This design comes from an exercise in tuning for a short achievable clock period and few clock cycles on the open sky130 flow, not from production work.
In this exercise RTL edits were held to simulation tests only and were not proved equivalent to the original.
Power figures rest on the tool's default switching activity, not on a simulated workload.

== run A ==
==> flow/design.v <==
module dataCache
(
	input logic clock,
	input logic reset,
	input logic [32-1:0] address,
	input logic [32-1:0] writeData,
	input logic accessEnable,
	input logic byteAccess,
	input logic read,
	output logic [32-1:0] readData,
	output logic cacheWait,
	output logic [32-1:0] memAddress,
	output logic [32-1:0] memWriteData,
	output logic memEnable,
	output logic memRead,
	input logic [32-1:0] memReadData,
	input logic memWait
);
	localparam int TW = (32 - ((($clog2((32 / 8))) + $clog2(4)) + $clog2(4)));
	logic [TW-1:0] tagQ [4][4];       
	logic [3:0] validQ [4];
	logic [3:0] dirtyQ [4];
	logic [1:0] lastFillQ [4];
	logic [31:0] dataQ [4][4][4];     
	logic [31:0] aQ;
	logic [3:0] aSetOH;               
	logic [31:0] wdQ;                 
	logic [3:0] maskQ;
	logic byteQ;
	logic readQ;
	logic pendQ;
	logic [3:0] pendWayQ;             
	logic busyQ;
	logic wbQ;                        
	logic firstQ;                     
	logic [1:0] wcQ;                  
	logic [1:0] missWayQ;
	logic [3:0] missOHQ;              
	logic [1:0] aSet;
	logic [1:0] aWord;
	logic [TW-1:0] aTag;
	assign aSet = aQ[5:4];
	assign aWord = aQ[3:2];
	assign aTag = aQ[31:6];
	logic [1:0] victimOf [4];
	logic [3:0] wbNeed;
	logic [TW-1:0] vicTag [4];
	always_comb
	begin
		for (int s = 0; s < 4; s++)
		begin
			victimOf[s] = lastFillQ[s] + 2'd1;
			for (int w = 3; w >= 0; w--)
				if (!validQ[s][w])
					victimOf[s] = 2'(w);
			wbNeed[s] = validQ[s][victimOf[s]] && (dirtyQ[s][victimOf[s]]
				|| (pendQ && aSet == 2'(s) && pendWayQ[victimOf[s]]));
			vicTag[s] = tagQ[s][victimOf[s]];
		end
	end
	logic [1:0] iSet;
	logic [1:0] iWord;
	logic [1:0] iLane;
	logic [TW-1:0] iTag;
	assign iSet = address[5:4];
	assign iWord = address[3:2];
	assign iLane = address[1:0];
	assign iTag = address[31:6];
	logic [3:0] match [4];
	logic [3:0] hitv;
	logic hit;
	logic conflict;
	always_comb
	begin
		for (int s = 0; s < 4; s++)
			for (int w = 0; w < 4; w++)
				match[s][w] = validQ[s][w] && !busyQ && tagQ[s][w] == iTag;
		hitv = match[iSet];
		hit = |hitv;
		conflict = pendQ && read && address[5:2] == aQ[5:2];
	end
	logic [1:0] rdWord;
	logic [31:0] setLine [4][4];      
	logic [31:0] wayRaw [4];
	assign rdWord = busyQ ? wcQ : iWord;
	logic [1:0] laneSel [4];
	logic [31:0] wayHit [4];
	always_comb
	begin
		for (int j = 0; j < 4; j++)
			laneSel[j] = byteAccess ? iLane : 2'(j);
		for (int w = 0; w < 4; w++)
		begin
			for (int k = 0; k < 4; k++)
				setLine[w][k] = dataQ[iSet][w][k];
			wayRaw[w] = setLine[w][rdWord];
			for (int j = 0; j < 4; j++)
				wayHit[w][j*8 +: 8] = hitv[w] ? wayRaw[w][laneSel[j]*8 +: 8] : 8'h00;
		end
	end
	logic [31:0] capData;
	always_comb
	begin
		capData = '0;
		if (busyQ)
		begin
			capData = readData;
			if (!wbQ && wcQ == aWord)
				capData = byteQ ? {4{memReadData[aQ[1:0]*8 +: 8]}} : memReadData;
		end
	end
	always_ff @(posedge clock)
		readData <= wayHit[0] | wayHit[1] | wayHit[2] | wayHit[3] | capData;
	logic xfer;
	logic lastXfer;
	assign xfer = !memWait;
	assign lastXfer = xfer && wcQ == 2'd3;
	assign memEnable = busyQ;
	always_ff @(posedge clock or negedge reset)
	begin
		if (!reset)
		begin
			busyQ <= 1'b0;
			firstQ <= 1'b0;
			pendQ <= 1'b0;
			wbQ <= 1'b0;
			wcQ <= 2'd0;
		end
		else if (!busyQ)
		begin
			busyQ <= accessEnable && !hit;
			firstQ <= accessEnable && !hit;
			pendQ <= accessEnable && !read && hit;
			wbQ <= wbNeed[iSet];
			wcQ <= 2'd0;
		end
		else
		begin
			firstQ <= 1'b0;
			if (xfer)
			begin
				wcQ <= wcQ + 2'd1;
				if (wcQ == 2'd3)
				begin
					if (wbQ)
						wbQ <= 1'b0;
					else
						busyQ <= 1'b0;
				end
			end
		end
	end
	always_ff @(posedge clock)
	begin
		if (!busyQ)
			cacheWait <= !hit || conflict;
		else
			cacheWait <= !(lastXfer && !wbQ);
	end
	always_ff @(posedge clock)
	begin
		if (!busyQ)
		begin
			aQ <= address;
			aSetOH <= 4'b0001 << iSet;
			wdQ <= byteAccess ? {4{writeData[7:0]}} : writeData;
			maskQ <= byteAccess ? 4'b0001 << iLane : 4'b1111;
			byteQ <= byteAccess;
			readQ <= read;
			pendWayQ <= hitv;
			missWayQ <= victimOf[iSet];
			missOHQ <= 4'b0001 << victimOf[iSet];
			memRead <= !wbNeed[iSet];
			memAddress <= {wbNeed[iSet] ? vicTag[iSet] : iTag, iSet, 4'b0000};
		end
		else
		begin
			if (xfer)
			begin
				memAddress[3:2] <= wcQ + 2'd1;
				if (wbQ && wcQ == 2'd3)
				begin
					memRead <= 1'b1;
					memAddress[31:6] <= aTag;
				end
			end
		end
		memWriteData <= (missOHQ[0] ? wayRaw[0] : '0) | (missOHQ[1] ? wayRaw[1] : '0)
			| (missOHQ[2] ? wayRaw[2] : '0) | (missOHQ[3] ? wayRaw[3] : '0);
	end
	logic fillWr;
	logic [31:0] fillData;
	logic wrEn;
	logic [31:0] wrData;
	logic [3:0] wrMask;
	logic [1:0] wrWord;
	logic [3:0] wrWay;
	assign fillWr = busyQ && !wbQ;
	always_comb
	begin
		for (int b = 0; b < 4; b++)
			fillData[b*8 +: 8] = (!readQ && wcQ == aWord && maskQ[b]) ? wdQ[b*8 +: 8]
				: memReadData[b*8 +: 8];
		wrEn = fillWr || pendQ;
		wrData = fillWr ? fillData : wdQ;
		wrMask = fillWr ? 4'b1111 : maskQ;
		wrWord = fillWr ? wcQ : aWord;
		wrWay = fillWr ? missOHQ : pendWayQ;
	end
	logic [3:0] lineEn [4];           
	logic [3:0] laneEn [4];           
	always_comb
	begin
		for (int s = 0; s < 4; s++)
			for (int w = 0; w < 4; w++)
				lineEn[s][w] = wrEn && aSetOH[s] && wrWay[w];
		for (int k = 0; k < 4; k++)
			for (int b = 0; b < 4; b++)
				laneEn[k][b] = wrWord == 2'(k) && wrMask[b];
	end
	always_ff @(posedge clock)
	begin
		for (int s = 0; s < 4; s++)
			for (int w = 0; w < 4; w++)
				for (int k = 0; k < 4; k++)
					for (int b = 0; b < 4; b++)
						if (lineEn[s][w] && laneEn[k][b])
							dataQ[s][w][k][b*8 +: 8] <= wrData[b*8 +: 8];
	end
	always_ff @(posedge clock or negedge reset)
	begin
		if (!reset)
		begin
			for (int s = 0; s < 4; s++)
			begin
				validQ[s] <= '0;
				dirtyQ[s] <= '0;
				lastFillQ[s] <= '0;
			end
		end
		else
		begin
			if (firstQ)
			begin
				validQ[aSet][missWayQ] <= 1'b1;
				dirtyQ[aSet][missWayQ] <= !readQ;
				lastFillQ[aSet] <= missWayQ;
			end
			else if (pendQ)
			begin
				for (int w = 0; w < 4; w++)
					if (pendWayQ[w])
						dirtyQ[aSet][w] <= 1'b1;
			end
		end
	end
	always_ff @(posedge clock)
	begin
		if (firstQ)
			tagQ[aSet][missWayQ] <= aTag;
	end
endmodule
clock: 10.5 ns
lec_check: 0
abc_clock_period_in_ps: 2000
cap_margin: 20
core_margin: 2
core_utilization: 65
slew_margin: 20
standard.sh (not shown) runs the stock make flow with config.mk's settings and CLKGATE_MAP_FILE= SYNTH_SCRIPT=/design/flow/synth_recipe.tcl, a recipe that flattens the netlist after the stock synthesis.
==> flow/flow/run.sh <==
#!/bin/bash
# The standard layout (standard.sh, all steps unchanged), run with two
# repair settings changed: the timing repair may resize a cell to any
# footprint (the platform's MATCH_CELL_FOOTPRINT is 1), and it aims for
# SETUP_SLACK_MARGIN ns of setup slack at the design's clock period.
# make's full output goes to flow_make.log here; ORFS keeps each step's log
# under orfs/logs/.
set -euo pipefail
cd "$(dirname "${BASH_SOURCE[0]}")/.."
MARGIN=$(cat flow/margin.txt)
sed -E -e 's/ SETUP_SLACK_MARGIN=[^ ]+//g' \
	-e "s/CLKGATE_MAP_FILE= /CLKGATE_MAP_FILE= SETUP_SLACK_MARGIN=${MARGIN} MATCH_CELL_FOOTPRINT=0 /" \
	standard.sh > standard_tuned.sh
grep -q "MATCH_CELL_FOOTPRINT=0" standard_tuned.sh
bash standard_tuned.sh > flow_make.log 2>&1
==> flow/flow/margin.txt <==
6.8
Run A | status: complete | timing, DRC, antenna: pass
Testbench counts of run A, summed over its fixed seeds: cycles 55,934.
[inputs] run B vs run A
# run A
export LEC_CHECK = 0
export ABC_CLOCK_PERIOD_IN_PS = 2000
export CAP_MARGIN = 20
export CORE_MARGIN = 2
export CORE_UTILIZATION = 65
export SLEW_MARGIN = 20
create_clock -name core_clock -period 10.5 [get_ports {clock}]
# run B
export LEC_CHECK = 0
export ABC_CLOCK_PERIOD_IN_PS = 2000
export CAP_MARGIN = 20
export CORE_MARGIN = 2
export CORE_UTILIZATION = 55
export SLEW_MARGIN = 20
create_clock -name core_clock -period 10.5 [get_ports {clock}]
==> flow/flow/run.sh <==
#!/bin/bash
# The standard layout (standard.sh, all steps unchanged), run with three
# settings changed: the timing repair may resize a cell to any footprint (the
# platform's MATCH_CELL_FOOTPRINT is 1), it aims for SETUP_SLACK_MARGIN ns of
# setup slack at the design's clock period (margin.txt), and the buffer that
# every input and output port gets is a buf_8 rather than the default
# clkdlybuf4s50_1 (a delay cell).
# make's full output goes to flow_make.log here; ORFS keeps each step's log
# under orfs/logs/.
set -euo pipefail
cd "$(dirname "${BASH_SOURCE[0]}")/.."
MARGIN=$(cat flow/margin.txt)
sed -E -e 's/ SETUP_SLACK_MARGIN=[^ ]+//g' \
	-e "s/CLKGATE_MAP_FILE= /CLKGATE_MAP_FILE= SETUP_SLACK_MARGIN=${MARGIN} MATCH_CELL_FOOTPRINT=0 'BUFFER_PORTS_ARGS=-buffer_cell sky130_fd_sc_hd__buf_8' /" \
	standard.sh > standard_tuned.sh
grep -q "MATCH_CELL_FOOTPRINT=0" standard_tuned.sh
bash standard_tuned.sh > flow_make.log 2>&1
Results
- The flow did not stop early for run B: all stages ran, and the layout cleared the timing, design-rule and antenna checks.
- Looking only at total clock buffers created by CTS, and setting everything else aside, the lower value of run B and run A goes to run A.
- Relative to run A, the leakage power summed over all cells of run B is lower by 2.7 nW.
- Re buffer count excluding the clock tree in the final layout: run B and run A aren't equal, and the lower value belongs to run B.
- Comparing run B and run A, share of cell area taken by flip-flops and latches is higher on run B.
- Run A → run B: final setup slack of the worst path grew by 0.35 ns; power decreased by about 2.8% relative to the old numbers; maximum vdd drop now sits higher; antenna diode count has decreased.
Changes in run C relative to run B:
==> flow/flow/margin.txt <==
7.6
Cmp run C and run B / slew at the pin with the worst max-slew slack / higher: run C. Lower worst hold slack goes to run C over run B. Reported for run C and run B, final sequential cell count turned out identical to the last digit. Amount of wire on met3 after detailed routing for run C is higher than for run B. | final setup slack of the worst path | run C vs run B | worse |. Going from run B to run C, non-clock buffer count grew by more than half. Run C against run B: count of antenna diodes in the layout saw a decrease, sequential share of layout area dropped 3.3 points. Termination of the worst setup path = readData[30]$_DFF_P_: run C; termination of the worst setup path = dataQ[39][18]$_DFFE_PP_: run B.
[inputs] run D vs run C
==> flow/flow/margin.txt <==
7.3
### Flow results
Run D: done, clean on timing, DRC and antenna. From run C to run D the numbers moved as follows: hold slack rose by 0.013 ns, maximum frequency rose by about 0.3%, number of nets in the layout stayed essentially flat, total via count in the routed design stayed essentially flat. The timing startpoint of the critical path comes out busyQ$_DFF_PN0_ in one run and address[4] in the other, namely in run D and run C respectively. Run D against run C: via-per-instance ratio roughly the same; global-route usage higher. Lower maximum net fanout on the critical path among run C and run D: run D.

## afterwards: timing with drivers on the ports
How much do the figures lean on ideal ports? The routed layouts below were timed once more, with nothing changed but the port constraints.
Step 1 (the two cells are an assumption about what drives the block):
set clk [get_ports {clock}]
set_driving_cell -lib_cell sky130_fd_sc_hd__clkbuf_16 $clk
set_driving_cell -lib_cell sky130_fd_sc_hd__buf_2 [delete_from_list [all_inputs] $clk]
Step 2 adds t to the input delays and takes it off the output delays; t is the mean of the earliest and latest rising clock arrival at the registers after step 1. Input paths then give back, and output paths get back, about the clock's delay inside the block.
Three values: no drivers, after step 1, after step 2; two values: the first two.
run	t, ns	slack for setup (ns)	clock arrival spread, ns	worst register clock-pin slew, ns	worst data-port slew with drivers (ns)
run A	1.044	6.348 / 6.199 / 5.155	0.056 / 0.055	0.08 / 0.08	0.45
run B	1.023	6.696 / 6.460 / 5.437	0.071 / 0.070	0.07 / 0.07	0.45
run C	1.022	6.688 / 6.406 / 5.384	0.073 / 0.072	0.07 / 0.07	0.43
run D	1.016	6.700 / 6.259 / 5.242	0.069 / 0.069	0.07 / 0.07	0.65
After both steps setup and hold are still met in every run listed. For run D, which loses most, drivers alone change the setup slack by -0.441 ns; drivers and shift together by -1.458 ns.
